From an optimization exercise on the open Yosys and OpenROAD flow, aimed at a short achievable clock period; shortcuts taken in it are not production practice. RTL that was checked went through simulation tests only; none was proved equivalent to the original. Function not checked in run 4: the RTL went through the layout flow alone. Power figures rest on the tool's default switching activity, not on a simulated workload.

===== flow/design.v =====
package mmio_pkg;
    localparam logic [7:0] OFF_COUNT   = 8'h00;
    localparam logic [7:0] OFF_COMPARE = 8'h04;
    localparam logic [7:0] OFF_STATUS  = 8'h08;
    localparam logic [7:0] OFF_TXDATA  = 8'h0C;
    localparam logic [7:0] OFF_CTRL    = 8'h10;
    localparam int ST_MATCH = 0;
    localparam int ST_FULL  = 1;
    localparam int ST_EMPTY = 2;
    localparam int ST_OVF   = 3;
    localparam logic [31:0] COMPARE_RST = 32'hFFFF_FFFF;
endpackage
module dec3 (
    input  logic [2:0] a,
    output logic [7:0] y
);
    always_comb
        for (int i = 0; i < 8; i++) y[i] = a == 3'(i);
endmodule
module dec3n (
    input  logic [2:0] a,
    output logic [7:0] y
);
    always_comb
        for (int i = 0; i < 8; i++) y[i] = a != 3'(i);
endmodule
module hidec (
    input  logic [26:0] a,
    output logic [7:0]  y
);
    logic [5:0] n;
    logic [1:0] nz;
    logic [7:0] dn;
    for (genvar k = 0; k < 6; k++) begin : g_n
        nor4 u (.a(a[3+4*k]), .b(a[4+4*k]), .c(a[5+4*k]), .d(a[6+4*k]), .y(n[k]));
    end
    nand3 u_nz0 (.a(n[0]), .b(n[1]), .c(n[2]), .y(nz[0]));
    nand3 u_nz1 (.a(n[3]), .b(n[4]), .c(n[5]), .y(nz[1]));
    dec3n u_dn (.a(a[2:0]), .y(dn));
    for (genvar i = 0; i < 8; i++) begin : g_y
        nor3 u (.a(nz[0]), .b(nz[1]), .c(dn[i]), .y(y[i]));
    end
endmodule
module pagen (
    input  logic [26:0] a,
    output logic        y
);
    logic [3:0] o;
    logic [3:0] z;
    logic [1:0] ones;
    logic [1:0] zn;
    logic       zeros;
    for (genvar k = 0; k < 4; k++) begin : g_o
        nand4 u (.a(a[11+4*k]), .b(a[12+4*k]), .c(a[13+4*k]), .d(a[14+4*k]), .y(o[k]));
    end
    nor3 u_z0 (.a(a[0]), .b(a[1]),  .c(a[2]),  .y(z[0]));
    nor3 u_z1 (.a(a[3]), .b(a[4]),  .c(a[5]),  .y(z[1]));
    nor3 u_z2 (.a(a[6]), .b(a[7]),  .c(a[8]),  .y(z[2]));
    nor2 u_z3 (.a(a[9]), .b(a[10]), .y(z[3]));
    nor2  u_a  (.a(o[0]), .b(o[1]), .y(ones[0]));
    nor2  u_b  (.a(o[2]), .b(o[3]), .y(ones[1]));
    nand2 u_c  (.a(z[0]), .b(z[1]), .y(zn[0]));
    nand2 u_d  (.a(z[2]), .b(z[3]), .y(zn[1]));
    nor2  u_f  (.a(zn[0]), .b(zn[1]), .y(zeros));
    nand3 u_y  (.a(ones[0]), .b(ones[1]), .c(zeros), .y(y));
endmodule
module wsel (
    input  logic [2:0] a,
    output logic [3:0] s
);
    assign s[0] = a == 3'd0;
    assign s[1] = a == 3'd1;
    assign s[2] = a == 3'd2;
    assign s[3] = a == 3'd4;
endmodule
module mmsel2 (
    input  logic       pn,
    input  logic [1:0] s,
    input  logic [1:0] d,
    output logic       y
);
    logic n0;
    aoi22 u0 (.a1(s[0]), .a2(d[0]), .b1(s[1]), .b2(d[1]), .y(n0));
    nor2  u1 (.a(pn), .b(n0), .y(y));
endmodule
module mmsel3 (
    input  logic       pn,
    input  logic [2:0] s,
    input  logic [2:0] d,
    output logic       y
);
    logic n0, n1;
    aoi22 u0 (.a1(s[0]), .a2(d[0]), .b1(s[1]), .b2(d[1]), .y(n0));
    nand2 u1 (.a(s[2]), .b(d[2]), .y(n1));
    aoi21 u2 (.a1(n0), .a2(n1), .b(pn), .y(y));
endmodule
module mmsel4 (
    input  logic       pn,
    input  logic [3:0] s,
    input  logic [3:0] d,
    output logic       y
);
    logic n0, n1;
    aoi22 u0 (.a1(s[0]), .a2(d[0]), .b1(s[1]), .b2(d[1]), .y(n0));
    aoi22 u1 (.a1(s[2]), .a2(d[2]), .b1(s[3]), .b2(d[3]), .y(n1));
    aoi21 u2 (.a1(n0), .a2(n1), .b(pn), .y(y));
endmodule
module aoi22 (
    input  logic a1, a2, b1, b2,
    output logic y
);
    assign y = ~((a1 & a2) | (b1 & b2));
endmodule
module aoi221 (
    input  logic a1, a2, b1, b2, c,
    output logic y
);
    assign y = ~((a1 & a2) | (b1 & b2) | c);
endmodule
module nor4 (
    input  logic a, b, c, d,
    output logic y
);
    assign y = ~(a | b | c | d);
endmodule
module nor3 (
    input  logic a, b, c,
    output logic y
);
    assign y = ~(a | b | c);
endmodule
module nor2 (
    input  logic a, b,
    output logic y
);
    assign y = ~(a | b);
endmodule
module nand2 (
    input  logic a, b,
    output logic y
);
    assign y = ~(a & b);
endmodule
module aoi21 (
    input  logic a1, a2, b,
    output logic y
);
    assign y = ~((a1 & a2) | b);
endmodule
module nand3 (
    input  logic a, b, c,
    output logic y
);
    assign y = ~(a & b & c);
endmodule
module nand4 (
    input  logic a, b, c, d,
    output logic y
);
    assign y = ~(a & b & c & d);
endmodule
module sel8 (
    input  logic [7:0] s,
    input  logic [7:0] d,
    output logic       y
);
    logic [3:0] n;
    aoi22 u0 (.a1(s[0]), .a2(d[0]), .b1(s[1]), .b2(d[1]), .y(n[0]));
    aoi22 u1 (.a1(s[2]), .a2(d[2]), .b1(s[3]), .b2(d[3]), .y(n[1]));
    aoi22 u2 (.a1(s[4]), .a2(d[4]), .b1(s[5]), .b2(d[5]), .y(n[2]));
    aoi22 u3 (.a1(s[6]), .a2(d[6]), .b1(s[7]), .b2(d[7]), .y(n[3]));
    nand4 u4 (.a(n[0]), .b(n[1]), .c(n[2]), .d(n[3]), .y(y));
endmodule
module sel8m (
    input  logic [7:0] s,
    input  logic [7:0] d,
    input  logic       m,
    output logic       y
);
    logic [3:0] n;
    aoi22  u0 (.a1(s[0]), .a2(d[0]), .b1(s[1]), .b2(d[1]), .y(n[0]));
    aoi22  u1 (.a1(s[2]), .a2(d[2]), .b1(s[3]), .b2(d[3]), .y(n[1]));
    aoi22  u2 (.a1(s[4]), .a2(d[4]), .b1(s[5]), .b2(d[5]), .y(n[2]));
    aoi221 u3 (.a1(s[6]), .a2(d[6]), .b1(s[7]), .b2(d[7]), .c(m), .y(n[3]));
    nand4  u4 (.a(n[0]), .b(n[1]), .c(n[2]), .d(n[3]), .y(y));
endmodule
module sync_fifo #(
    parameter int W     = 8,
    parameter int DEPTH = 4
) (
    input  logic         clk,
    input  logic         reset,
    input  logic         push,
    input  logic         pop,
    input  logic [W-1:0] din,
    output logic [W-1:0] dout,
    output logic         full,
    output logic         empty
);
    localparam int AW = $clog2(DEPTH);
    logic [W-1:0] r_mem [DEPTH];
    logic [AW:0]  r_wr;
    logic [AW:0]  r_rd;
    logic         r_empty;
    logic         r_full;
    logic         w_push;
    logic         w_pop;
    logic [AW:0]  w_wr_nx;
    logic [AW:0]  w_rd_nx;
    assign empty   = r_empty;
    assign full    = r_full;
    assign w_push  = push & ~r_full;
    assign w_pop   = pop & ~r_empty;
    assign w_wr_nx = w_push ? r_wr + 1'b1 : r_wr;
    assign w_rd_nx = w_pop  ? r_rd + 1'b1 : r_rd;
    assign dout    = r_empty ? '0 : r_mem[r_rd[AW-1:0]];
    always_ff @(posedge clk) begin
        if (w_push) r_mem[r_wr[AW-1:0]] <= din;
    end
    always_ff @(posedge clk or negedge reset) begin
        if (!reset) begin
            r_wr    <= '0;
            r_rd    <= '0;
            r_empty <= 1'b1;
            r_full  <= 1'b0;
        end else begin
            r_wr    <= w_wr_nx;
            r_rd    <= w_rd_nx;
            r_empty <= w_wr_nx == w_rd_nx;
            r_full  <= (w_wr_nx[AW] != w_rd_nx[AW]) && (w_wr_nx[AW-1:0] == w_rd_nx[AW-1:0]);
        end
    end
endmodule
module dmem_mmio #(
    parameter int          RAM_WORDS  = 64,
    parameter int          FIFO_DEPTH = 4,
    parameter logic [31:0] MMIO_BASE  = 32'hFFFF_0000
) (
    input  logic        clk,
    input  logic        reset,
    input  logic        memwrite,
    input  logic [31:0] addr,
    input  logic [31:0] writedata,
    output logic [31:0] readdata,
    output logic [7:0]  tx_data,
    output logic        tx_valid,
    input  logic        tx_ready,
    output logic        irq
);
    logic [31:0] r_ram [64];
    logic [31:0] r_count;
    logic [31:0] r_compare;
    logic        r_match;
    logic        r_ovf;
    logic        r_irq_en;
    logic        w_ram_hit;
    logic        w_mmio_hit;
    logic [5:0]  w_word;
    logic        w_wr_compare;
    logic        w_wr_status;
    logic        w_wr_tx;
    logic        w_wr_ctrl;
    logic        w_full;
    logic        w_empty;
    logic [31:0] w_status;
    logic [31:0] w_mm;
    assign w_ram_hit    = addr[31:8] == 24'd0;
    assign w_mmio_hit   = addr[31:8] == MMIO_BASE[31:8];
    assign w_word       = addr[7:2];
    assign w_wr_compare = memwrite & w_mmio_hit & (w_word == 6'd1);
    assign w_wr_status  = memwrite & w_mmio_hit & (w_word == 6'd2);
    assign w_wr_tx      = memwrite & w_mmio_hit & (w_word == 6'd3);
    assign w_wr_ctrl    = memwrite & w_mmio_hit & (w_word == 6'd4);
    logic [7:0] w_lo [32];
    logic [7:0] w_hi [8];
    for (genvar c = 0; c < 8; c++) begin : g_hi
        hidec u_hi (.a(addr[31:5]), .y(w_hi[c]));
    end
    for (genvar c = 0; c < 32; c++) begin : g_lo
        dec3 u_lo (.a(addr[4:2]), .y(w_lo[c]));
    end
    logic [3:0] w_pn;
    logic [3:0] w_s [4];
    for (genvar c = 0; c < 4; c++) begin : g_page
        pagen u_pn (.a(addr[31:5]), .y(w_pn[c]));
        wsel  u_ws (.a(addr[4:2]),  .s(w_s[c]));
    end
    mmsel4 u_mm0 (.pn(w_pn[0]), .s(w_s[0]), .d({r_irq_en, w_status[0], r_compare[0], r_count[0]}), .y(w_mm[0]));
    for (genvar b = 1; b < 4; b++) begin : g_mm3
        mmsel3 u_mm (.pn(w_pn[0]), .s(w_s[0][2:0]), .d({w_status[b], r_compare[b], r_count[b]}), .y(w_mm[b]));
    end
    for (genvar b = 4; b < 32; b++) begin : g_mm2
        mmsel2 u_mm (.pn(w_pn[b / 8]), .s(w_s[b / 8][1:0]), .d({r_compare[b], r_count[b]}), .y(w_mm[b]));
    end
    for (genvar b = 0; b < 32; b++) begin : g_bit
        logic [7:0] w_g;
        for (genvar h = 0; h < 8; h++) begin : g_grp
            sel8 u_sel (
                .s (w_lo[b]),
                .d ({r_ram[8*h+7][b], r_ram[8*h+6][b], r_ram[8*h+5][b], r_ram[8*h+4][b],
                     r_ram[8*h+3][b], r_ram[8*h+2][b], r_ram[8*h+1][b], r_ram[8*h+0][b]}),
                .y (w_g[h])
            );
        end
        sel8m u_top (.s(w_hi[b / 4]), .d(w_g), .m(w_mm[b]), .y(readdata[b]));
    end
    always_comb begin
        w_status           = '0;
        w_status[mmio_pkg::ST_MATCH] = r_match;
        w_status[mmio_pkg::ST_FULL]  = w_full;
        w_status[mmio_pkg::ST_EMPTY] = w_empty;
        w_status[mmio_pkg::ST_OVF]   = r_ovf;
    end
    always_ff @(posedge clk) begin
        if (memwrite & w_ram_hit) r_ram[w_word] <= writedata;
    end
    always_ff @(posedge clk or negedge reset) begin
        if (!reset) begin
            r_count   <= '0;
            r_compare <= mmio_pkg::COMPARE_RST;
            r_match   <= 1'b0;
            r_ovf     <= 1'b0;
            r_irq_en  <= 1'b0;
        end else begin
            r_count <= r_count + 32'd1;
            if (w_wr_compare) r_compare <= writedata;
            r_match <= (r_count == r_compare) | (r_match & ~(w_wr_status & writedata[mmio_pkg::ST_MATCH]));
            r_ovf   <= (w_wr_tx & w_full) | (r_ovf & ~(w_wr_status & writedata[mmio_pkg::ST_OVF]));
            if (w_wr_ctrl) r_irq_en <= writedata[0];
        end
    end
    sync_fifo #(.W(8), .DEPTH(FIFO_DEPTH)) u_fifo (
        .clk   (clk),
        .reset (reset),
        .push  (w_wr_tx & ~w_full),
        .pop   (tx_ready),
        .din   (writedata[7:0]),
        .dout  (tx_data),
        .full  (w_full),
        .empty (w_empty)
    );
    assign tx_valid = ~w_empty;
    assign irq      = r_match & r_irq_en;
endmodule

===== flow/flow/run.sh =====
#!/bin/bash
# Own flow: the standard layout (standard.sh, every step unchanged), with
# one extra step after placement: the readdata output buffers are moved next
# to the gates that drive them (flow/move_obuf.tcl), then legalized.
set -euo pipefail
bash standard.sh place > standard_place.log 2>&1
RES_DIR=$PWD/orfs/results/sky130hd/dmem_mmio/base openroad -no_init -exit flow/move_obuf.tcl > move_obuf.log 2>&1
bash standard.sh finish > standard_finish.log 2>&1

===== flow/flow/move_obuf.tcl =====
# Move each readdata output buffer from its pin to the cell that drives it,
# so the buffer (sized later by the flow's repair) drives the long wire to
# the pin instead of the small driving gate. Then legalize.
set res $::env(RES_DIR)
read_db $res/3_place.odb
set blk [ord::get_db_block]
set moved 0
foreach bt [$blk getBTerms] {
  if {![string match readdata* [$bt getName]]} { continue }
  set ob {}
  foreach it [[$bt getNet] getITerms] { set ob [$it getInst] }
  if {$ob eq {}} { continue }
  set drv {}
  foreach it [$ob getITerms] {
    if {[$it isInputSignal]} {
      foreach it2 [[$it getNet] getITerms] {
        if {[$it2 isOutputSignal]} { set drv [$it2 getInst] }
      }
    }
  }
  if {$drv eq {}} { continue }
  set b [$drv getBBox]
  $ob setLocation [$b xMin] [$b yMin]
  incr moved
}
puts "moved $moved output buffers"
detailed_placement
check_placement -verbose
write_db $res/3_place.odb

===== flow/standard.sh =====
#!/bin/bash
# synth_recipe.tcl (not shown) runs the flow's synth.tcl, then flattens the netlist and writes it again
# the make line also repeats each setting of config.mk as NAME=value (left out here)
make -C /OpenROAD-flow-scripts/flow DESIGN_CONFIG=/design/flow/config.mk WORK_HOME=/design/flow/orfs CLKGATE_MAP_FILE= SYNTH_SCRIPT=/design/flow/synth_recipe.tcl "${@:-finish}"

===== flow/config.mk =====
export PLATFORM = sky130hd
export DESIGN_NAME = dmem_mmio
export DESIGN_NICKNAME = dmem_mmio
export VERILOG_FILES = /design/flow/design.v
export SDC_FILE = /design/flow/constraint.sdc
export NUM_CORES = 4
export LEC_CHECK = 0
export ABC_CLOCK_PERIOD_IN_PS = 1000
export CAP_MARGIN = 20
export CORE_MARGIN = 2
export CORE_UTILIZATION = 60
export GPL_TIMING_DRIVEN = 1
export SETUP_SLACK_MARGIN = 4.5
export SLEW_MARGIN = 20
export SYNTH_HIERARCHICAL = 1
export SYNTH_MINIMUM_KEEP_SIZE = 0
export TNS_END_PERCENT = 5

===== flow/constraint.sdc =====
create_clock -name core_clock -period 6.5 [get_ports {clk}]
set_input_delay 1.3000 -clock core_clock [delete_from_list [all_inputs] [get_ports {clk}]]
set_output_delay 1.3000 -clock core_clock [all_outputs]
set_load 0.01 [all_outputs]

==> results.toml, run 1 <==
[timing]
maxSlewViolCount = 0
period_needed_ps = 4510
rsz0062_at_grt = "yes"
final-setup-viol-count = 0
timing.final.crit_share_pct = 69.4
hold_viol_final = 0
setup_tns_ps = 0
max_freq_ghz = 0.222
maxSlewHeadroom_pct = 22.0
skew_ps = 37.2
tightest_slew_ps = 1170

[route]
drt_iter0_drc = 8764
viasPerCell = 7.29
drt-total-wl_mm = 322
num_vias = 56400
final_antenna_net_count = 0
drc = 0
avgRoutedWirePerCell_um = 41.6
first_pass_iters = 6

[flow_run]
drv_cap = 0

[setup_path]
critPathTopFamily = "buffers and inverters"
critPathCapture = "readdata[6]"
startpoint = "addr[3]"
critPathBufInv = 4
worst_setup_path_end_kind = "output pin"
cp_max_fo = 8
path_class = "input pin to output pin"
crit_required_ps = 5200
crit_chain = "buf_16, buf_16, nor3_1, buf_4, a22oi_2, nand4_1, a221oi_2, nand4_1, buf_6"
timing.rr.start = "u_fifo.r_full"
rr_endpoint = "u_fifo.r_empty"
setup.reg_to_reg.worst_slack_ps = 4410
slowest_stage = "a221oi_2"
cp.arrival_ps = 3210
cpPeakStageDelay_ps = 390
cp.depth = 9
startpoint_type = "input pin"
rr_worst_depth = 7

[layout]
fin_nets = 5710
utilization_pct = 75.5
layout-drive-gt1-share_pct = 49.8
multi_input_area_um2 = 25700
n_fill_cell = 8387
area.growth.synth_to_final_pct = 24.9
seq_area_um2 = 64400

[synthesis]
synth_area_per_cell_um2 = 19.5
synthCells = 4515
yosysWarnings = 13
synthesis.nets = 4589
synth.cell_area_um2 = 88000

[clocking]
insertion_delay_ps = 850
postCtsHoldBufs = 0
cts_tree = "built"
cts_buffer_depth = 3
root_buffer = "clkbuf_16"
cts_buffers = 210
cts.sink_count = 2155
clk_pin_slew_ps = 60
h-tree-depth = 4

[grt]
first_global_vias = 52000
grt_util_all_layers_pct = 41.4
antenna_found_initial = 19
grt_remaining_overflow = 0
grt_max_degree = 70
grt_pass1_wl_mm = 423

[power_and_ir_drop]
p_leak_nw = 34.8
pwr_density_cell_nw_per_um2 = 266
ir_worst_vdd_mv = 0.283

[floorplan]
die_y_um = 387
die-area_um2 = 150000
start_util_pct = 60.4
io_pins = 110
core_area_um2 = 146000
die_x_um = 387
num_rows = 140

[hold_path]
holdCritPathClass = "input pin to asynchronous set/reset pin"

[placed_design]
place_congestion = 0.903
portBuffers = 107
dp_hpwl_mm = 171

[outcome]
status = "timing/DRC/antenna clean"
cell type report:
cell class                 instances  share of cell area (%)
antenna                           10                  0.0228
clock buffer                     271                    5.19
clock inverter                   120                   0.851
inverter                          11                  0.0410
multi-input combinational       2334                    23.4
sequential                      2155                    58.6
tap                             1917                    2.18
timing repair buffer             924                    9.66
registers in the layout (all words and copies together), names as in the netlist:
register,cells
r_compare,32
r_ovf,1
u_fifo.r_empty,1
r_match,1
r_irq_en,1
r_count,32
u_fifo.r_full,1
u_fifo.r_wr,3
u_fifo.r_rd,3
u_fifo.r_mem,32
r_ram,2048
worst min path at each step:
stage | startpoint | end
finish | reset | u_fifo.r_full
global route | reset | u_fifo.r_full
CTS | reset | u_fifo.r_full
detailed placement | u_fifo.r_wr[2] | u_fifo.r_wr[2]
global placement | u_fifo.r_wr[2] | u_fifo.r_wr[2]
floorplan | u_fifo.r_wr[2] | u_fifo.r_wr[2]
what timing repair did:
item                       in CTS  in global routing
pin swaps                     148                195
resized for setup             714                206
gates cloned                   46                 26
setup endpoints to repair    2162               2163
buffers inserted              212                191
layout by cell type (no fill, tap or decap), types with 27 or more instances in the layout:
cell / n
dfstp_2: 32
nand3b_1: 29
buf_12: 122
xnor2_1: 28
buf_16: 56
nand4_1: 323
buf_2: 38
nor3b_4: 30
nor3_4: 54
edfxtp_1: 2080
nor3_2: 40
mux2_1: 30
nor2_1: 28
a22oi_2: 1153
clkinv_1: 62
buf_6: 92
dfrtp_1: 41
nor2_4: 78
clkinv_2: 34
clkbuf_16: 242
nor3b_1: 49
and3b_4: 48
buf_4: 560
a221oi_2: 30
nor4_4: 27
xor2_1: 38
clkbuf_1: 48
and3b_2: 48
where the power goes:
| part | total (W) | internal [W] | switching [W] | leakage [nW] |
|---|---|---|---|---|
| sequential | 0.0153 | 0.0152 | 0.0000305 | 19.6 |
| combinational | 0.00209 | 0.000882 | 0.00121 | 11.9 |
| clock | 0.0119 | 0.00668 | 0.00518 | 3.25 |
| total | 0.0292 | 0.0228 | 0.00642 | 34.8 |
metal layers:
| metal | vias up | track usage [%] | share of wire (%) |
|---|---|---|---|
| li1 | 22000 | - | - |
| met4 | 16 | 20.6 | 6.6 |
| met3 | 987 | 11.3 | 14 |
| met2 | 4452 | 61.3 | 44 |
| met5 | - | 0 | 0.032 |
| met1 | 29000 | 57.2 | 36 |
stage by stage:
stage	power (W)	area (µm²)	hold slack, ps	setup WS (ps)	instances
2_1_floorplan	0.0163	88400	478	2510	4515
3_3_place_gp	0.0171	95000	493	520	6865
3_5_place_dp	0.0171	95000	499	437	6866
4_1_cts	0.0290	107000	401	2020	7515
5_1_grt	0.0299	110000	435	2000	7734
6_report	0.0292	110000	425	1990	7742
==> inputs of run 2 (changes only) <==
--- a/flow/config.mk
+++ b/flow/config.mk
@@ -12,3 +12,3 @@
 export GPL_TIMING_DRIVEN = 1
-export SETUP_SLACK_MARGIN = 4.5
+export SETUP_SLACK_MARGIN = 3.0
 export SLEW_MARGIN = 20
==> run 2 against run 1 <==
Sequential power about the same. Clock-buffer cell count unchanged. Global-route usage down 0.086 points. Still clean on timing, DRC and antenna.
==> results.toml, run 2 <==
[setup_path]
critPathBufInv = 4
crit_chain = "buf_16, buf_16, buf_8, and3b_2, a22oi_2, nand4_1, a221oi_2, nand4_1, buf_4"
worst_setup_path_end_kind = "output pin"
crit_required_ps = 5200
critPathTopFamily = "buffers and inverters"
cp_max_fo = 8
startpoint_type = "input pin"
cpPeakStageDelay_ps = 350
slowest_stage = "a221oi_2"
cp.arrival_ps = 3210
path_class = "input pin to output pin"

[floorplan]
io_pins = 110
num_rows = 140
core_area_um2 = 146000
die-area_um2 = 150000
start_util_pct = 60.4
die_y_um = 387
die_x_um = 387

[clocking]
cts_tree = "built"
insertion_delay_ps = 850
clk_pin_slew_ps = 60
root_buffer = "clkbuf_16"
h-tree-depth = 4
postCtsHoldBufs = 0
cts_buffers = 210
cts_buffer_depth = 3
cts.sink_count = 2155

[placed_design]
portBuffers = 107
place_area_um2 = 95000
place_congestion = 0.903
dp_hpwl_mm = 171

[timing]
timing.final.crit_share_pct = 69.4
tightest_slew_ps = 1140
maxSlewViolCount = 0
hold_viol_final = 0
final-setup-viol-count = 0
max_freq_ghz = 0.222
setup_tns_ps = 0
period_needed_ps = 4510
rsz0062_at_grt = "yes"
skew_ps = 38.6
maxSlewHeadroom_pct = 23.9

[layout]
fin_nets = 5545
layout_commonest_cell = "edfxtp_1"
layout-drive-gt1-share_pct = 47.9
top_register = "r_ram"
fin_area_um2 = 107000
largest_reg_flops = 2048
final_cell_mix = "2080 x edfxtp_1, 1153 x a22oi_2, 492 x buf_4"
area.growth.synth_to_final_pct = 21.8

[grt]
grt_max_degree = 70
grt_pass1_wl_mm = 422
grt_remaining_overflow = 0
first_global_vias = 51800
antenna_found_initial = 21
grt_util_all_layers_pct = 41.4

[hold_path]
holdCritPathClass = "input pin to asynchronous set/reset pin"

[route]
drt-total-wl_mm = 313
first_pass_iters = 5
drc = 0
final_antenna_net_count = 0
viasPerCell = 7.33
num_vias = 55500
avgRoutedWirePerCell_um = 41.3
drt_iter0_drc = 8675

[power_and_ir_drop]
power.net_switching_w = 0.00635
pwr_density_cell_nw_per_um2 = 271
pwr-share-seq_pct = 52.5
ir_worst_vdd_mv = 0.283
internal-power_w = 0.0227
power_frac_clock_pct = 40.7
sw_frac_of_total_pct = 21.9
comb_power_share_pct = 6.7
p_leak_nw = 33.4

[flow_run]
drv_cap = 0

[synthesis]
yosysWarnings = 13
synth_area_per_cell_um2 = 19.5
synth.cell_area_um2 = 88000
synthesis.nets = 4589
synthCells = 4515

[outcome]
status = "timing/DRC/antenna clean"
run 2: cell type report:
type / count / area [µm²]
flip-flops and latches: 2155 / 64400
fillers: 8728 / 38400
multi-input cells: 2334 / 25400
repair buffers: 759 / 8260
clock buffers: 271 / 5700
well taps: 1917 / 2400
clock inverters: 120 / 935
inverters: 11 / 41.3
diodes: 8 / 20.0
run 2: final timing paths:
path,start,endpoint,slack [ps],depth (start not counted)
worst min register to register,u_fifo.r_rd[2],u_fifo.r_rd[2],510,2
max in group asynchronous,reset,r_count[24],5000,2
worst max register to register,u_fifo.r_full,u_fifo.r_empty,4500,6
worst min-delay path,reset,u_fifo.r_full,430,1
min in group core_clock,u_fifo.r_rd[2],u_fifo.r_rd[2],510,2
worst max-delay path,addr[4],readdata[21],1990,9
run 2: worst reg2reg max path: stages (launching register included):
cell and delay [ps]:
dfrtp_1 560, nor4b_4 290, buf_4 210, nor2b_4 220, mux2_4 340, xor2_2 160, nor3b_2 150
run 2: power by group through the flow:
stage                     clock [W]  sequential, W  combinational (W)
after floorplan                   0         0.0155           0.000803
after global placement            0         0.0156            0.00149
after detailed placement          0         0.0156            0.00151
after CTS                    0.0119         0.0153            0.00186
after global routing         0.0124         0.0153            0.00202
final                        0.0118         0.0153            0.00195
run 2: repair_timing:
| item | in CTS | in global routing |
|---|---|---|
| hold endpoints to repair | 0 | 0 |
| pin swaps | 140 | 57 |
| gates cloned | 44 | 6 |
| setup endpoints to repair | 2050 | 162 |
| setup buffers | 199 | 61 |
| gates resized for setup | 687 | 38 |
run 2: metrics by stage:
step | total power (W) | util (%) | instances | setup WS (ps) | hold WS, ps
CTS | 0.0290 | 73.1 | 7500 | 2020 | 401
global route | 0.0297 | 73.6 | 7570 | 2010 | 431
detailed placement | 0.0171 | 65.3 | 6866 | 437 | 499
global placement | 0.0171 | 65.3 | 6865 | 520 | 493
floorplan | 0.0163 | - | 4515 | 2510 | 478
finish | 0.0291 | 73.6 | 7575 | 1990 | 431
run 2: per-layer routing:
| layer | vias to the layer above | global-route usage [%] | part of all wire [%] |
|---|---|---|---|
| li1 | 21700 | - | - |
| met1 | 28700 | 57.7 | 37 |
| met2 | 4213 | 61.1 | 44 |
| met3 | 926 | 10.6 | 13 |
| met4 | 16 | 20.3 | 6.2 |
| met5 | - | 0 | 0.032 |
==> inputs of run 3 (changes only) <==
--- a/flow/config.mk
+++ b/flow/config.mk
@@ -11,4 +11,5 @@
 export CORE_UTILIZATION = 60
+export GPL_ROUTABILITY_DRIVEN = 0
 export GPL_TIMING_DRIVEN = 1
-export SETUP_SLACK_MARGIN = 3.0
+export SETUP_SLACK_MARGIN = 4.5
 export SLEW_MARGIN = 20
==> run 3 against run 2 <==
Sequential power barely moved. Combinational power about the same. Non-clock buffer count up 91. Critical path depth unchanged. Critical endpoint is now readdata[25].
==> results.toml, run 3 <==
[floorplan]
die_x_um = 387
start_util_pct = 60.4
io_pins = 110
die_y_um = 387
die-area_um2 = 150000
num_rows = 140
core_area_um2 = 146000

[setup_path]
cp_max_fo = 6
critPathBufInv = 4
crit_required_ps = 5200
rr_endpoint = "u_fifo.r_empty"
path_class = "input pin to output pin"
startpoint_type = "input pin"
rr_worst_depth = 7
critPathTopFamily = "buffers and inverters"
cp.depth = 9
slowest_stage = "a221oi_2"
timing.rr.start = "u_fifo.r_full"
crit_chain = "buf_16, buf_12, buf_16, and3b_2, a22oi_2, nand4_1, a221oi_2, nand4_1, buf_6"
setup.reg_to_reg.worst_slack_ps = 4520
cpPeakStageDelay_ps = 380
worst_setup_path_end_kind = "output pin"
cp.arrival_ps = 3210

[hold_path]
holdCritPathClass = "input pin to asynchronous set/reset pin"

[clocking]
postCtsHoldBufs = 0
cts.sink_count = 2155
cts_tree = "built"
cts_buffers = 209
clk_pin_slew_ps = 60
h-tree-depth = 4
cts_buffer_depth = 3
insertion_delay_ps = 840
root_buffer = "clkbuf_16"

[timing]
maxSlewViolCount = 0
skew_ps = 29.0
timing.final.crit_share_pct = 69.3
holdWs_ps = 350
period_needed_ps = 4510
max_freq_ghz = 0.222
hold_viol_final = 0
rsz0062_at_grt = "yes"
setup_tns_ps = 0
tightest_slew_ps = 1200
final-setup-viol-count = 0
maxSlewHeadroom_pct = 20.1

[route]
drc = 0
num_vias = 55500
drt-total-wl_mm = 316
avgRoutedWirePerCell_um = 41.3
viasPerCell = 7.25
first_pass_iters = 7
final_antenna_net_count = 0
drt_iter0_drc = 8729

[grt]
grt_util_all_layers_pct = 40.9
antenna_found_initial = 18
first_global_vias = 51700
grt_max_degree = 70
grt_remaining_overflow = 0
grt_pass1_wl_mm = 417

[layout]
fin_area_um2 = 108000
layout_commonest_cell = "edfxtp_1"
final_cell_mix = "2080 x edfxtp_1, 1153 x a22oi_2, 505 x buf_4"
top_register = "r_ram"
largest_reg_flops = 2048
fin_nets = 5635
area.growth.synth_to_final_pct = 23.3
utilization_pct = 74.5
layout-drive-gt1-share_pct = 49.2

[placed_design]
dp_hpwl_mm = 171
place_area_um2 = 95200
portBuffers = 107

[outcome]
status = "timing/DRC/antenna clean"

[flow_run]
drv_cap = 0

[power_and_ir_drop]
p_leak_nw = 34.0
pwr_density_cell_nw_per_um2 = 268
ir_worst_vdd_mv = 0.297

[synthesis]
synth_area_per_cell_um2 = 19.5
yosysWarnings = 13
synthesis.nets = 4589
synthCells = 4515
synth.cell_area_um2 = 88000
[run 3: changes by cell type in the layout (fill, tap and decap cells not counted), moves of 9 or more]
| cell | delta |
|---|---|
| nor3b_4 | +9 |
| clkinv_1 | -21 |
| buf_6 | +72 |
| buf_2 | -16 |
| nor3b_1 | -12 |
| clkbuf_16 | +10 |
| buf_8 | +12 |
| buf_4 | +13 |
| clkbuf_1 | +11 |
[run 3: stage by stage]
| step | setup WS [ps] | std cells | total power [W] |
|---|---|---|---|
| floorplan | 2510 | 4515 | 0.0163 |
| global placement | 271 | 6905 | 0.0171 |
| detailed placement | 306 | 6905 | 0.0171 |
| CTS | 2000 | 7511 | 0.0289 |
| global route | 2000 | 7651 | 0.0297 |
| finish | 1990 | 7654 | 0.0291 |
[run 3: cell type report]
type,instances,area [µm²]
Antenna cell,4,10.0
Clock buffer,282,5700
Clock inverter,101,895
Fill cell,8574,37100
Inverter,11,45.0
Multi-Input combinational cell,2334,25500
Sequential cell,2155,64400
Tap cell,1917,2400
Timing Repair Buffer,850,9440
[run 3: worst max path at each step]
stage	startpoint	to	slack, ps
after detailed placement	addr[9]	readdata[17]	310
after global placement	addr[9]	readdata[17]	270
after CTS	addr[3]	readdata[16]	2000
final	addr[2]	readdata[25]	1990
after global routing	addr[4]	readdata[11]	2000
after floorplan	addr[7]	u_fifo.r_empty	2510
[run 3: metal layers]
metal / track usage, % / routed length [µm] / up-vias
met4: 19.8 / 18800 / 14
met2: 60.7 / 139000 / 4125
met5: 0 / 83 / -
met3: 9.95 / 42800 / 854
li1: - / - / 21800
met1: 57.4 / 115000 / 28600
[run 3: repair_timing]
| action | CTS | global route |
|---|---|---|
| endpoints found under the setup margin | 2162 | 2162 |
| gates cloned | 33 | 27 |
| resized for setup | 661 | 245 |
| hold endpoints to repair | 0 | 0 |
| pin swaps | 139 | 175 |
| buffers inserted | 190 | 111 |
[run 3: power by group]
part / switching, W / internal (W)
registers: 0.0000272 / 0.0152
clock network: 0.00510 / 0.00671
logic: 0.00116 / 0.000827
total: 0.00628 / 0.0228
==> inputs of run 4 (changes only) <==
--- a/flow/design.v
+++ b/flow/design.v
@@ -273,3 +273,3 @@
     assign w_wr_ctrl    = memwrite & w_mmio_hit & (w_word == 6'd4);
-    logic [7:0] w_lo [32];
+    logic [7:0] w_lo [64];
     logic [7:0] w_hi [8];
@@ -278,3 +278,3 @@
     end
-    for (genvar c = 0; c < 32; c++) begin : g_lo
+    for (genvar c = 0; c < 64; c++) begin : g_lo
         dec3 u_lo (.a(addr[4:2]), .y(w_lo[c]));
@@ -298,3 +298,3 @@
             sel8 u_sel (
-                .s (w_lo[b]),
+                .s (w_lo[2 * b + h / 4]),
                 .d ({r_ram[8*h+7][b], r_ram[8*h+6][b], r_ram[8*h+5][b], r_ram[8*h+4][b],
--- a/flow/config.mk
+++ b/flow/config.mk
@@ -11,3 +11,2 @@
 export CORE_UTILIZATION = 60
-export GPL_ROUTABILITY_DRIVEN = 0
 export GPL_TIMING_DRIVEN = 1
==> run 4 against run 3 <==
Wire length down 2.4%. Clock power increased by 3%. Cell area rose by 3.0%. Clock skew is 4.9 ps higher. Setup slack worse by 200 ps. Power is 2.1% higher. Critical endpoint is now readdata[29]. Via count increased by 2.9%.
==> results.toml, run 4 <==
[outcome]
status = "timing/DRC/antenna clean"

[timing]
final-setup-viol-count = 0
maxSlewViolCount = 0
max_freq_ghz = 0.213
setup_tns_ps = 0
timing.final.crit_share_pct = 72.4
skew_ps = 33.9
tightest_slew_ps = 1130
layout_setup_ws_ps = 1790
hold_viol_final = 0
maxSlewHeadroom_pct = 24.9
rsz0062_at_grt = "yes"
period_needed_ps = 4710

[route]
num_vias = 57100
final_antenna_net_count = 0
drt_iter0_drc = 8593
avgRoutedWirePerCell_um = 38.8
first_pass_iters = 5
viasPerCell = 7.18
drc = 0
drt-total-wl_mm = 308

[layout]
largest_reg_flops = 2048
layout-drive-gt1-share_pct = 50.7
layout_commonest_cell = "edfxtp_1"
top_register = "r_ram"
fin_nets = 5815
n_fill_cell = 8675
stdcell_count = 7942
area.growth.synth_to_final_pct = 24.0
fin_area_um2 = 112000
final_cell_mix = "2080 x edfxtp_1, 1153 x a22oi_2, 419 x buf_4"

[placed_design]
place_area_um2 = 96200
portBuffers = 107
place_ws_ps = 508
dp_hpwl_mm = 165
dp.cells = 7132
place_congestion = 0.885

[power_and_ir_drop]
internal-power_w = 0.0232
pwr_density_cell_nw_per_um2 = 266
comb_power_share_pct = 7.4
pwr-share-seq_pct = 51.4
power_frac_clock_pct = 41.2
p_leak_nw = 35.7
ir_worst_vdd_mv = 0.257
sw_frac_of_total_pct = 21.9
power.net_switching_w = 0.00650
power_w = 0.0297

[grt]
use_met3_pct = 8.77
met2_usage_pct = 58.0
antenna_found_initial = 26
grt_max_degree = 71
grt_remaining_overflow = 0
first_global_vias = 52600
grt-busiest-layer = "met2"
grt_util_all_layers_pct = 39.0
grt_use_met1_pct = 56.4
grt_pass1_wl_mm = 410

[floorplan]
die_x_um = 391
start_util_pct = 60.3
io_pins = 110
num_rows = 142
die_y_um = 391
core_area_um2 = 149000
die-area_um2 = 153000

[clocking]
clk_pin_slew_ps = 60
cts_tree = "built"
root_buffer = "clkbuf_16"
h-tree-depth = 4
postCtsHoldBufs = 0
cts_buffers = 212
cts.sink_count = 2155
cts_buffer_depth = 3
insertion_delay_ps = 830

[setup_path]
crit_required_ps = 5200
cp_max_fo = 8
critPathTopFamily = "simple AND/OR/NAND/NOR gates"
critPathBufInv = 5
slowest_stage = "nand4_1"
path_class = "input pin to output pin"
crit_chain = "buf_16, buf_12, buf_6, and3b_2, buf_4, a22oi_2, nand4_1, a22oi_2, nand4_1, buf_4"
worst_setup_path_end_kind = "output pin"
cpPeakStageDelay_ps = 460
cp.arrival_ps = 3410
startpoint_type = "input pin"
rr_worst_depth = 7
cp.depth = 10

[hold_path]
holdCritPathClass = "input pin to asynchronous set/reset pin"

[synthesis]
synth.cell_area_um2 = 90100
yosysWarnings = 13
synthesis.nets = 4845
synth_area_per_cell_um2 = 18.9
synthCells = 4771

[flow_run]
drv_cap = 0
## run 4: stage by stage
step           util [%]  hold WS (ps)
6_report           74.7           293
4_1_cts            72.6           235
3_5_place_dp       64.4           503
2_1_floorplan         -           478
3_3_place_gp       64.4           498
5_1_grt            74.7           269
## run 4: routing by layer
metal  vias up  share of wire, %  wire length, µm
li1      22800                 -                -
met5         -             0.047              144
met2      3943                44           137000
met3       743                13            38800
met4        22               4.8            14900
met1     29600                38           118000
## run 4: layout make-up
type	count	area [µm²]	area share [%]
Clock inverter	130	1310	1.17
Inverter	11	41.3	0.0370
Sequential cell	2155	64400	57.7
Antenna cell	8	20.0	0.0179
Timing Repair Buffer	771	9370	8.39
Multi-Input combinational cell	2590	28500	25.5
Clock buffer	261	5550	4.97
Tap cell	2016	2520	2.26
## run 4: timing repair
action | CTS | global route
resized for setup | 786 | 283
endpoints found under the setup margin | 2162 | 2162
gates cloned | 53 | 30
pin swaps | 167 | 218
buffers inserted | 171 | 155
## run 4: power groups by stage
stage	registers, W	logic, W	clock network [W]
6_report	0.0153	0.00219	0.0122
5_1_grt	0.0153	0.00227	0.0128
4_1_cts	0.0153	0.00193	0.0123
3_5_place_dp	0.0156	0.00162	0
3_3_place_gp	0.0156	0.00160	0
2_1_floorplan	0.0155	0.000848	0
## run 4: path summary, 6_finish.rpt
path,start,end,slack (ps)
max,addr[2],readdata[29],1790
min,reset,u_fifo.r_rd[0],290
max reg2reg,u_fifo.r_full,u_fifo.r_empty,4530
min reg2reg,u_fifo.r_rd[2],u_fifo.r_rd[2],510
max in group asynchronous,reset,r_count[20],4900
min in group core_clock,u_fifo.r_rd[2],u_fifo.r_rd[2],510
==> inputs of run 5 (changes only) <==
--- a/flow/design.v
+++ b/flow/design.v
@@ -47,20 +47,3 @@
 );
-    logic [3:0] o;
-    logic [3:0] z;
-    logic [1:0] ones;
-    logic [1:0] zn;
-    logic       zeros;
-    for (genvar k = 0; k < 4; k++) begin : g_o
-        nand4 u (.a(a[11+4*k]), .b(a[12+4*k]), .c(a[13+4*k]), .d(a[14+4*k]), .y(o[k]));
-    end
-    nor3 u_z0 (.a(a[0]), .b(a[1]),  .c(a[2]),  .y(z[0]));
-    nor3 u_z1 (.a(a[3]), .b(a[4]),  .c(a[5]),  .y(z[1]));
-    nor3 u_z2 (.a(a[6]), .b(a[7]),  .c(a[8]),  .y(z[2]));
-    nor2 u_z3 (.a(a[9]), .b(a[10]), .y(z[3]));
-    nor2  u_a  (.a(o[0]), .b(o[1]), .y(ones[0]));
-    nor2  u_b  (.a(o[2]), .b(o[3]), .y(ones[1]));
-    nand2 u_c  (.a(z[0]), .b(z[1]), .y(zn[0]));
-    nand2 u_d  (.a(z[2]), .b(z[3]), .y(zn[1]));
-    nor2  u_f  (.a(zn[0]), .b(zn[1]), .y(zeros));
-    nand3 u_y  (.a(ones[0]), .b(ones[1]), .c(zeros), .y(y));
+    assign y = ~((a[26:3] == 24'hFFFF00) & (a[2:0] == 3'd0));
 endmodule
@@ -81,5 +64,3 @@
 );
-    logic n0;
-    aoi22 u0 (.a1(s[0]), .a2(d[0]), .b1(s[1]), .b2(d[1]), .y(n0));
-    nor2  u1 (.a(pn), .b(n0), .y(y));
+    assign y = ~pn & |(s & d);
 endmodule
@@ -91,6 +72,3 @@
 );
-    logic n0, n1;
-    aoi22 u0 (.a1(s[0]), .a2(d[0]), .b1(s[1]), .b2(d[1]), .y(n0));
-    nand2 u1 (.a(s[2]), .b(d[2]), .y(n1));
-    aoi21 u2 (.a1(n0), .a2(n1), .b(pn), .y(y));
+    assign y = ~pn & |(s & d);
 endmodule
@@ -102,6 +80,3 @@
 );
-    logic n0, n1;
-    aoi22 u0 (.a1(s[0]), .a2(d[0]), .b1(s[1]), .b2(d[1]), .y(n0));
-    aoi22 u1 (.a1(s[2]), .a2(d[2]), .b1(s[3]), .b2(d[3]), .y(n1));
-    aoi21 u2 (.a1(n0), .a2(n1), .b(pn), .y(y));
+    assign y = ~pn & |(s & d);
 endmodule
@@ -137,14 +112,2 @@
 endmodule
-module nand2 (
-    input  logic a, b,
-    output logic y
-);
-    assign y = ~(a & b);
-endmodule
-module aoi21 (
-    input  logic a1, a2, b,
-    output logic y
-);
-    assign y = ~((a1 & a2) | b);
-endmodule
 module nand3 (
@@ -273,3 +236,3 @@
     assign w_wr_ctrl    = memwrite & w_mmio_hit & (w_word == 6'd4);
-    logic [7:0] w_lo [64];
+    logic [7:0] w_lo [32];
     logic [7:0] w_hi [8];
@@ -278,3 +241,3 @@
     end
-    for (genvar c = 0; c < 64; c++) begin : g_lo
+    for (genvar c = 0; c < 32; c++) begin : g_lo
         dec3 u_lo (.a(addr[4:2]), .y(w_lo[c]));
@@ -298,3 +261,3 @@
             sel8 u_sel (
-                .s (w_lo[2 * b + h / 4]),
+                .s (w_lo[b]),
                 .d ({r_ram[8*h+7][b], r_ram[8*h+6][b], r_ram[8*h+5][b], r_ram[8*h+4][b],
==> run 5 against run 4 <==
Still clean on timing, DRC and antenna. Hold slack improved by 1.7 ps. Cell count fell by 4.2%. Non-clock buffer count increased by 49. Critical path depth grew 1. Clock power decreased by 6%. Sequential power barely moved. Via count shrank 2.7%. Sequential cell count did not move. Wire length up 1.0%.
==> results.toml, run 5 <==
[outcome]
status = "timing/DRC/antenna clean"

[power_and_ir_drop]
power.net_switching_w = 0.00636
sw_frac_of_total_pct = 22.1
p_leak_nw = 33.9
pwr_density_cell_nw_per_um2 = 267
power_frac_clock_pct = 40.1
comb_power_share_pct = 6.7
ir_worst_vdd_mv = 0.259
internal-power_w = 0.0224
pwr-share-seq_pct = 53.1

[floorplan]
die_y_um = 386
start_util_pct = 60.3
die_x_um = 386
core_area_um2 = 145000
io_pins = 110
die-area_um2 = 149000
num_rows = 140

[setup_path]
crit_required_ps = 5200
worst_setup_path_end_kind = "output pin"
crit_chain = "buf_16, buf_16, buf_12, buf_6, nor3b_1, buf_4, a22oi_2, nand4_1, a221oi_2, nand4_1, buf_4"
cpPeakStageDelay_ps = 380
slowest_stage = "a221oi_2"
startpoint_type = "input pin"
path_class = "input pin to output pin"
cp.arrival_ps = 3250
cp_max_fo = 7

[layout]
layout-drive-gt1-share_pct = 48.3
fin_area_um2 = 108000
layout_commonest_cell = "edfxtp_1"
fin_nets = 5587
final_cell_mix = "2080 x edfxtp_1, 1123 x a22oi_2, 501 x buf_4"
area.growth.synth_to_final_pct = 22.7
top_register = "r_ram"
largest_reg_flops = 2048

[clocking]
root_buffer = "clkbuf_16"
h-tree-depth = 4
cts_buffers = 210
cts_buffer_depth = 3
cts_tree = "built"
cts.sink_count = 2155
insertion_delay_ps = 860
clk_pin_slew_ps = 60

[route]
final_antenna_net_count = 0
drc = 0
num_vias = 55500
drt_iter0_drc = 8255
first_pass_iters = 6
viasPerCell = 7.30
drt-total-wl_mm = 312
avgRoutedWirePerCell_um = 40.9

[grt]
first_global_vias = 51900
grt_remaining_overflow = 0
antenna_found_initial = 13
grt_max_degree = 72
grt_pass1_wl_mm = 414
grt_util_all_layers_pct = 40.6

[synthesis]
synth.cell_area_um2 = 87700
synth_area_per_cell_um2 = 19.5
yosysWarnings = 13
synthesis.nets = 4570
synthCells = 4496

[timing]
maxSlewHeadroom_pct = 29.0
rsz0062_at_grt = "yes"
skew_ps = 27.9
max_freq_ghz = 0.220
final-setup-viol-count = 0
tightest_slew_ps = 1070
setup_tns_ps = 0
hold_viol_final = 0
period_needed_ps = 4550
maxSlewViolCount = 0
timing.final.crit_share_pct = 70.0

[placed_design]
place_congestion = 0.886
place_area_um2 = 94700
dp_hpwl_mm = 164
portBuffers = 107

[flow_run]
drv_cap = 0

[hold_path]
holdCritPathClass = "input pin to asynchronous set/reset pin"
## run 5: cell count changes in the layout (fill, tap and decap cells not counted), sizes merged, moves of 9 or more
cell / change
and3: -32
and3b: -96
buf: +75
bufinv: -18
clkbuf: +16
clkinv: -20
nand2: -11
nor2: -9
nor3: -40
nor3b: -96
## run 5: metrics by stage
step	hold WS [ps]	total power (W)	utilization (%)	setup WS, ps	instances
2_1_floorplan	478	0.0163	-	2510	4496
3_3_place_gp	493	0.0171	65.1	591	6856
3_5_place_dp	497	0.0171	65.1	575	6856
4_1_cts	243	0.0286	72.7	2000	7476
5_1_grt	270	0.0294	74.1	1950	7604
6_report	295	0.0287	74.1	1950	7611
## run 5: area by class of cell
type / instances / area, µm²
Sequential cell: 2155 / 64400
Fill cell: 8646 / 37700
Multi-Input combinational cell: 2315 / 25500
Timing Repair Buffer: 820 / 8890
Clock buffer: 292 / 5650
Tap cell: 1917 / 2400
Clock inverter: 93 / 763
Inverter: 11 / 43.8
Antenna cell: 8 / 20.0
## run 5: critical path, delay by kind of cell
kind / cells / cell delay (ps)
and+or+nand+nor: 3 / 410
AOI/OAI and AO/OA: 2 / 560
buffers and inverters: 6 / 940
## run 5: metal layers
layer  track usage [%]  part of all wire, %  up-vias
met5             0.455                0.047        -
met4              22.2                  6.9        6
met3              8.82                   12      944
met2              62.7                   46     3991
met1              54.3                   35    28800
li1                  -                    -    21800
## run 5: power by group through the flow
stage | sequential [W] | combinational [W] | clock [W]
floorplan | 0.0155 | 0.000799 | 0
global placement | 0.0156 | 0.00149 | 0
detailed placement | 0.0156 | 0.00151 | 0
CTS | 0.0153 | 0.00179 | 0.0116
global route | 0.0153 | 0.00201 | 0.0121
finish | 0.0153 | 0.00193 | 0.0115
## run 5: worst paths after layout
path | start | to | slack (ps) | cells after the start
min in group core_clock | u_fifo.r_rd[2] | u_fifo.r_rd[2] | 510 | 2
min | reset | u_fifo.r_full | 290 | 1
min reg2reg | u_fifo.r_rd[2] | u_fifo.r_rd[2] | 510 | 2
max in group asynchronous | reset | r_count[18] | 4940 | 2
max | addr[3] | readdata[19] | 1950 | 11
max reg2reg | u_fifo.r_full | u_fifo.r_empty | 4480 | 7
## run 5: repair_timing
item	4_1_cts	5_1_grt
hold endpoints to repair	0	0
hold buffers	0	0
cloned	35	16
setup buffers	200	110
resized for setup	774	171
pin swaps	160	130
endpoints found under the setup margin	2173	2164
==> inputs of run 6 (changes only) <==
--- a/flow/flow/run.sh
+++ b/flow/flow/run.sh
@@ -3,3 +3,4 @@
 # one extra step after placement: the readdata output buffers are moved next
-# to the gates that drive them (flow/move_obuf.tcl), then legalized.
+# to the gates that drive them, and the addr input buffers to the centre of
+# the cells they drive (flow/move_obuf.tcl), then legalized.
 set -euo pipefail
==> flow/flow/move_obuf.tcl (replaced) <==
# Move each readdata output buffer from its pin to the cell that drives it,
# so the buffer (sized later by the flow's repair) drives the long wire to
# the pin instead of the small driving gate; and move each addr input buffer
# to the centre of the cells it drives. Then legalize.
set res $::env(RES_DIR)
read_db $res/3_place.odb
set blk [ord::get_db_block]
set moved 0
foreach bt [$blk getBTerms] {
  set name [$bt getName]
  if {[string match readdata* $name]} {
    set ob {}
    foreach it [[$bt getNet] getITerms] { set ob [$it getInst] }
    if {$ob eq {}} { continue }
    set drv {}
    foreach it [$ob getITerms] {
      if {[$it isInputSignal]} {
        foreach it2 [[$it getNet] getITerms] {
          if {[$it2 isOutputSignal]} { set drv [$it2 getInst] }
        }
      }
    }
    if {$drv eq {}} { continue }
    set b [$drv getBBox]
    $ob setLocation [$b xMin] [$b yMin]
    incr moved
  } elseif {[string match addr* $name]} {
    set ib {}
    foreach it [[$bt getNet] getITerms] { set ib [$it getInst] }
    if {$ib eq {}} { continue }
    set sx 0; set sy 0; set n 0
    foreach it [$ib getITerms] {
      if {[$it isOutputSignal]} {
        foreach it2 [[$it getNet] getITerms] {
          if {[$it2 isInputSignal]} {
            set b [[$it2 getInst] getBBox]
            set sx [expr {$sx + [$b xMin]}]; set sy [expr {$sy + [$b yMin]}]; incr n
          }
        }
      }
    }
    if {$n == 0} { continue }
    $ib setLocation [expr {$sx / $n}] [expr {$sy / $n}]
    incr moved
  }
}
puts "moved $moved port buffers"
detailed_placement
check_placement -verbose
write_db $res/3_place.odb
==> run 6 against run 5 <==
Sequential cell count unchanged. First-iteration DRC count grew 2.0%. Clock-buffer cell count decreased by 1. Non-clock buffer count down 12. Global-route usage increased by 0.29 points. Synthesized cell count unchanged. Cell area barely moved. Via count is essentially flat. Fmax is 0.36% higher. Critical path type unchanged. Critical endpoint is now readdata[3]. Highest routed layer unchanged.
==> results.toml, run 6 <==
[synthesis]
synth_area_per_cell_um2 = 19.5
yosysWarnings = 13
synthesis.nets = 4570
synthCells = 4496
synth.cell_area_um2 = 87700

[route]
drt-total-wl_mm = 313
num_vias = 55500
final_antenna_net_count = 0
avgRoutedWirePerCell_um = 41.1
first_pass_iters = 6
drc = 0
viasPerCell = 7.30
drt_iter0_drc = 8421

[power_and_ir_drop]
p_leak_nw = 33.8
power.net_switching_w = 0.00635
comb_power_share_pct = 6.7
internal-power_w = 0.0224
pwr-share-seq_pct = 53.1
pwr_density_cell_nw_per_um2 = 267
sw_frac_of_total_pct = 22.1
power_frac_clock_pct = 40.2
ir_worst_vdd_mv = 0.261
power_w = 0.0287

[timing]
tightest_slew_ps = 1080
maxSlewHeadroom_pct = 28.3
timing.final.crit_share_pct = 69.8
holdWs_ps = 296
hold_viol_final = 0
maxSlewViolCount = 0
final-setup-viol-count = 0
setup_tns_ps = 0
period_needed_ps = 4530
skew_ps = 25.3
rsz0062_at_grt = "yes"
max_freq_ghz = 0.221

[floorplan]
io_pins = 110
start_util_pct = 60.3
num_rows = 140
core_area_um2 = 145000
die_y_um = 386
die-area_um2 = 149000
die_x_um = 386

[grt]
grt_use_met1_pct = 54.4
grt_util_all_layers_pct = 40.9
met2_usage_pct = 62.2
use_met3_pct = 9.84
first_global_vias = 52000
grt_pass1_wl_mm = 417
grt-busiest-layer = "met2"
grt_remaining_overflow = 0
antenna_found_initial = 11
grt_max_degree = 72

[setup_path]
cp_max_fo = 32
slowest_stage = "a221oi_2"
timing.rr.start = "u_fifo.r_full"
worst_setup_path_end_kind = "output pin"
cp.arrival_ps = 3230
cpPeakStageDelay_ps = 390
startpoint_type = "input pin"
path_class = "input pin to output pin"
crit_chain = "buf_16, buf_16, nor3_2, buf_4, a22oi_2, nand4_1, a221oi_2, nand4_1, clkdlybuf4s15_2"
startpoint = "addr[4]"
critPathTopFamily = "buffers and inverters"
crit_required_ps = 5200
critPathBufInv = 4

[layout]
largest_reg_flops = 2048
utilization_pct = 74.0
layout_commonest_cell = "edfxtp_1"
n_fill_cell = 8611
final_cell_mix = "2080 x edfxtp_1, 1120 x a22oi_2, 493 x buf_4"
top_register = "r_ram"
layout-drive-gt1-share_pct = 48.2
fin_nets = 5575
area.growth.synth_to_final_pct = 22.7
stdcell_count = 7601

[placed_design]
dp_hpwl_mm = 164
place_congestion = 0.886
portBuffers = 107
dp.cells = 6856

[clocking]
cts.sink_count = 2155
h-tree-depth = 4
clk_pin_slew_ps = 60
cts_tree = "built"
insertion_delay_ps = 860
postCtsHoldBufs = 0
cts_buffer_depth = 3
cts_buffers = 210
root_buffer = "clkbuf_16"

[hold_path]
holdCritPathClass = "input pin to asynchronous set/reset pin"

[outcome]
status = "timing/DRC/antenna clean"

[flow_run]
drv_cap = 0
## run 6: path summary, 6_finish.rpt
check,cells past startpoint,slack [ps],endpoint
setup reg to reg,7,4500,u_fifo.r_empty
hold reg to reg,2,510,u_fifo.r_rd[2]
min in group core_clock,2,510,u_fifo.r_rd[2]
hold / removal,1,300,u_fifo.r_full
setup / recovery,9,1970,readdata[3]
max in group asynchronous,2,4890,r_count[31]
## run 6: power groups by stage
stage / Clock, W / Sequential (W) / Combinational [W]
5_1_grt: 0.0121 / 0.0153 / 0.00201
3_5_place_dp: 0 / 0.0156 / 0.00151
2_1_floorplan: 0 / 0.0155 / 0.000799
6_report: 0.0115 / 0.0153 / 0.00193
3_3_place_gp: 0 / 0.0156 / 0.00149
4_1_cts: 0.0116 / 0.0153 / 0.00180
## run 6: final cells by class
class / count / area [µm²] / share of cell area (%)
antenna: 11 / 27.5 / 0.0256
clock inverter: 93 / 788 / 0.732
inverter: 11 / 43.8 / 0.0407
sequential: 2155 / 64400 / 59.8
timing repair buffer: 808 / 8750 / 8.13
clock buffer: 291 / 5640 / 5.24
tap: 1917 / 2400 / 2.23
multi-input combinational: 2315 / 25600 / 23.8
## run 6: through the flow
stage / cell area, µm² / setup WS [ps]
floorplan: 88200 / 2510
global placement: 94700 / 591
detailed placement: 94700 / 575
CTS: 106000 / 2020
global route: 108000 / 1940
finish: 108000 / 1970
## run 6: timing repair
| item | CTS | global route |
|---|---|---|
| pin swaps | 169 | 107 |
| setup endpoints to repair | 2173 | 2164 |
| gates resized for setup | 793 | 165 |
| gates cloned | 33 | 18 |
| setup buffers | 205 | 92 |
| hold endpoints to repair | 0 | 0 |
## run 6: routing by layer
metal	share of wire, %	vias up
met3	12	959
met1	35	28700
met5	0.049	-
li1	-	21700
met2	45	4086
met4	6.8	6
==> inputs of run 7 (changes only) <==
--- a/flow/design.v
+++ b/flow/design.v
@@ -47,3 +47,20 @@
 );
-    assign y = ~((a[26:3] == 24'hFFFF00) & (a[2:0] == 3'd0));
+    logic [3:0] o;
+    logic [3:0] z;
+    logic [1:0] ones;
+    logic [1:0] zn;
+    logic       zeros;
+    for (genvar k = 0; k < 4; k++) begin : g_o
+        nand4 u (.a(a[11+4*k]), .b(a[12+4*k]), .c(a[13+4*k]), .d(a[14+4*k]), .y(o[k]));
+    end
+    nor3 u_z0 (.a(a[0]), .b(a[1]),  .c(a[2]),  .y(z[0]));
+    nor3 u_z1 (.a(a[3]), .b(a[4]),  .c(a[5]),  .y(z[1]));
+    nor3 u_z2 (.a(a[6]), .b(a[7]),  .c(a[8]),  .y(z[2]));
+    nor2 u_z3 (.a(a[9]), .b(a[10]), .y(z[3]));
+    nor2  u_a  (.a(o[0]), .b(o[1]), .y(ones[0]));
+    nor2  u_b  (.a(o[2]), .b(o[3]), .y(ones[1]));
+    nand2 u_c  (.a(z[0]), .b(z[1]), .y(zn[0]));
+    nand2 u_d  (.a(z[2]), .b(z[3]), .y(zn[1]));
+    nor2  u_f  (.a(zn[0]), .b(zn[1]), .y(zeros));
+    nand3 u_y  (.a(ones[0]), .b(ones[1]), .c(zeros), .y(y));
 endmodule
@@ -64,3 +81,5 @@
 );
-    assign y = ~pn & |(s & d);
+    logic n0;
+    aoi22 u0 (.a1(s[0]), .a2(d[0]), .b1(s[1]), .b2(d[1]), .y(n0));
+    nor2  u1 (.a(pn), .b(n0), .y(y));
 endmodule
@@ -72,3 +91,6 @@
 );
-    assign y = ~pn & |(s & d);
+    logic n0, n1;
+    aoi22 u0 (.a1(s[0]), .a2(d[0]), .b1(s[1]), .b2(d[1]), .y(n0));
+    nand2 u1 (.a(s[2]), .b(d[2]), .y(n1));
+    aoi21 u2 (.a1(n0), .a2(n1), .b(pn), .y(y));
 endmodule
@@ -80,3 +102,6 @@
 );
-    assign y = ~pn & |(s & d);
+    logic n0, n1;
+    aoi22 u0 (.a1(s[0]), .a2(d[0]), .b1(s[1]), .b2(d[1]), .y(n0));
+    aoi22 u1 (.a1(s[2]), .a2(d[2]), .b1(s[3]), .b2(d[3]), .y(n1));
+    aoi21 u2 (.a1(n0), .a2(n1), .b(pn), .y(y));
 endmodule
@@ -112,2 +137,14 @@
 endmodule
+module nand2 (
+    input  logic a, b,
+    output logic y
+);
+    assign y = ~(a & b);
+endmodule
+module aoi21 (
+    input  logic a1, a2, b,
+    output logic y
+);
+    assign y = ~((a1 & a2) | b);
+endmodule
 module nand3 (
==> run 7 against run 6 <==
Clock skew increased by 13 ps. Fmax is 0.36% higher. Global-route usage increased by 1.0 points. Still clean. Die area increased by 0.26%. Power rose by 1.6%. Largest cell class unchanged. Combinational power increased by 9%. Synthesized cell count up 0.42%. First-iteration DRC count up 4.8%. Register-to-register slack got worse by 110 ps. Setup slack better by 16 ps. Sequential cell count unchanged. Highest routed layer unchanged. Core utilization is 1.5 points higher.
==> results.toml, run 7 <==
[clocking]
postCtsHoldBufs = 0
root_buffer = "clkbuf_16"
cts_buffer_depth = 3
h-tree-depth = 4
cts.sink_count = 2155
clk_pin_slew_ps = 60
cts_buffers = 210
cts_tree = "built"
insertion_delay_ps = 850

[synthesis]
synth_area_per_cell_um2 = 19.5
synthesis.nets = 4589
synthCells = 4515
yosysWarnings = 13
synth.cell_area_um2 = 88000

[setup_path]
cp_max_fo = 8
worst_setup_path_end_kind = "output pin"
path_class = "input pin to output pin"
crit_required_ps = 5200
startpoint_type = "input pin"
cp.arrival_ps = 3220

[floorplan]
die-area_um2 = 150000
die_y_um = 387
start_util_pct = 60.4
core_area_um2 = 146000
io_pins = 110
num_rows = 140
die_x_um = 387

[timing]
final-setup-viol-count = 0
period_needed_ps = 4520
setup_tns_ps = 0
hold_viol_final = 0
tightest_slew_ps = 1120
maxSlewHeadroom_pct = 25.4
timing.final.crit_share_pct = 69.5
skew_ps = 38.6
max_freq_ghz = 0.221
maxSlewViolCount = 0
rsz0062_at_grt = "yes"

[route]
drt_iter0_drc = 8829
num_vias = 56500
drc = 0
drt-total-wl_mm = 322
final_antenna_net_count = 0
avgRoutedWirePerCell_um = 41.7
viasPerCell = 7.31
first_pass_iters = 6

[power_and_ir_drop]
ir_worst_vdd_mv = 0.283
p_leak_nw = 34.8
pwr_density_cell_nw_per_um2 = 266

[placed_design]
place_area_um2 = 95000
dp.cells = 6866
portBuffers = 107
dp_hpwl_mm = 171
place_congestion = 0.903

[layout]
fin_area_um2 = 110000
final_cell_mix = "2080 x edfxtp_1, 1153 x a22oi_2, 526 x buf_4"
stdcell_count = 7733
layout-drive-gt1-share_pct = 49.9
n_fill_cell = 8364
top_register = "r_ram"
largest_reg_flops = 2048
multi_input_area_um2 = 25800
seq_area_um2 = 64400
area.growth.synth_to_final_pct = 24.9
layout_commonest_cell = "edfxtp_1"
fin_nets = 5695

[grt]
first_global_vias = 52200
grt_util_all_layers_pct = 41.9
grt_remaining_overflow = 0
grt_max_degree = 70
antenna_found_initial = 24
grt_pass1_wl_mm = 427

[hold_path]
holdCritPathClass = "input pin to asynchronous set/reset pin"

[flow_run]
drv_cap = 0

[outcome]
status = "timing/DRC/antenna clean"
-- run 7: worst paths after layout --
path | start | endpoint | slack, ps | depth (start not counted)
worst min register to register | r_count[31] | r_count[31] | 550 | 1
worst max-delay path | addr[2] | readdata[6] | 1980 | 9
worst min-delay path | reset | u_fifo.r_full | 440 | 1
worst max register to register | u_fifo.r_full | u_fifo.r_empty | 4390 | 7
min in group core_clock | r_count[31] | r_count[31] | 550 | 1
max in group asynchronous | reset | r_count[24] | 4990 | 2
-- run 7: per-stage QoR --
step                total power [W]  hold WS [ps]  setup WS [ps]  util (%)
finish                       0.0292           436           1980      75.5
global route                 0.0299           446           2010      75.5
CTS                          0.0291           401           2090      73.7
detailed placement           0.0171           499            437      65.3
global placement             0.0171           493            520      65.3
floorplan                    0.0163           478           2510         -
-- run 7: repair_timing --
action / 4_1_cts / 5_1_grt
gates cloned: 52 / 20
setup endpoints to repair: 2162 / 2163
pin swaps: 186 / 234
resized for setup: 787 / 193
buffers inserted: 234 / 154
-- run 7: final cells by class --
class                   count  share of cell area (%)
repair buffers            909                    9.60
diodes                     16                  0.0364
multi-input cells        2334                    23.5
clock buffers             271                    5.19
flip-flops and latches   2155                    58.6
clock inverters           120                   0.850
well taps                1917                    2.18
inverters                  11                  0.0410
-- run 7: routing by layer --
metal	vias to the layer above	global-route usage [%]	share of wire, %
met3	991	12.8	14
met1	29200	57.4	36
met4	24	20.6	6.5
li1	22000	-	-
met2	4340	61.5	43
met5	-	0	0.058
-- run 7: where the power goes --
part           switching, W  internal, W  leakage [nW]
logic               0.00121     0.000887          12.0
registers         0.0000300       0.0152          19.6
clock network       0.00517      0.00668          3.25
total               0.00641       0.0228          34.8
-- run 7: critical path: stages --
cell and delay, ps:
buf_16 210, buf_16 180, nor3_2 40, buf_4 170, a22oi_2 300, nand4_1 250, a221oi_2 390, nand4_1 170
buf_6 170

port drivers added, routing unchanged:
Ports are ideal in the flow. The routed layouts listed here were re-timed in OpenROAD.
Step 1: set_driving_cell puts a clkbuf_16 on clk and a buf_2 on each other input, an assumption about the parent block.
Step 2 adds t to the input delays and takes it off the output delays; t is the mean of the earliest and latest rising clock arrival at the registers after step 1. Input paths then give back, and output paths get back, about the clock's delay inside the block.
Three values: ideal ports, drivers, drivers and shift; two values: the first two.
run | t, ns | slack for setup (ns) | slew at the worst register clock pin (ns)
run 1 | 0.923 | 1.989 / 1.402 / 1.402 | 0.07 / 0.07
run 2 | 0.921 | 1.988 / 1.437 / 1.437 | 0.06 / 0.06
run 3 | 0.911 | 1.992 / 1.358 / 1.358 | 0.07 / 0.07
run 4 | 0.905 | 1.794 / 1.353 / 1.353 | 0.07 / 0.07
run 5 | 0.937 | 1.950 / 1.514 / 1.514 | 0.07 / 0.07
run 6 | 0.935 | 1.966 / 1.471 / 1.471 | 0.07 / 0.07
run 7 | 0.918 | 1.982 / 1.370 / 1.370 | 0.07 / 0.07
After both steps setup and hold are still met in every run listed. For run 3, which loses most, drivers alone change the setup slack by -0.634 ns; drivers and shift together by -0.634 ns.
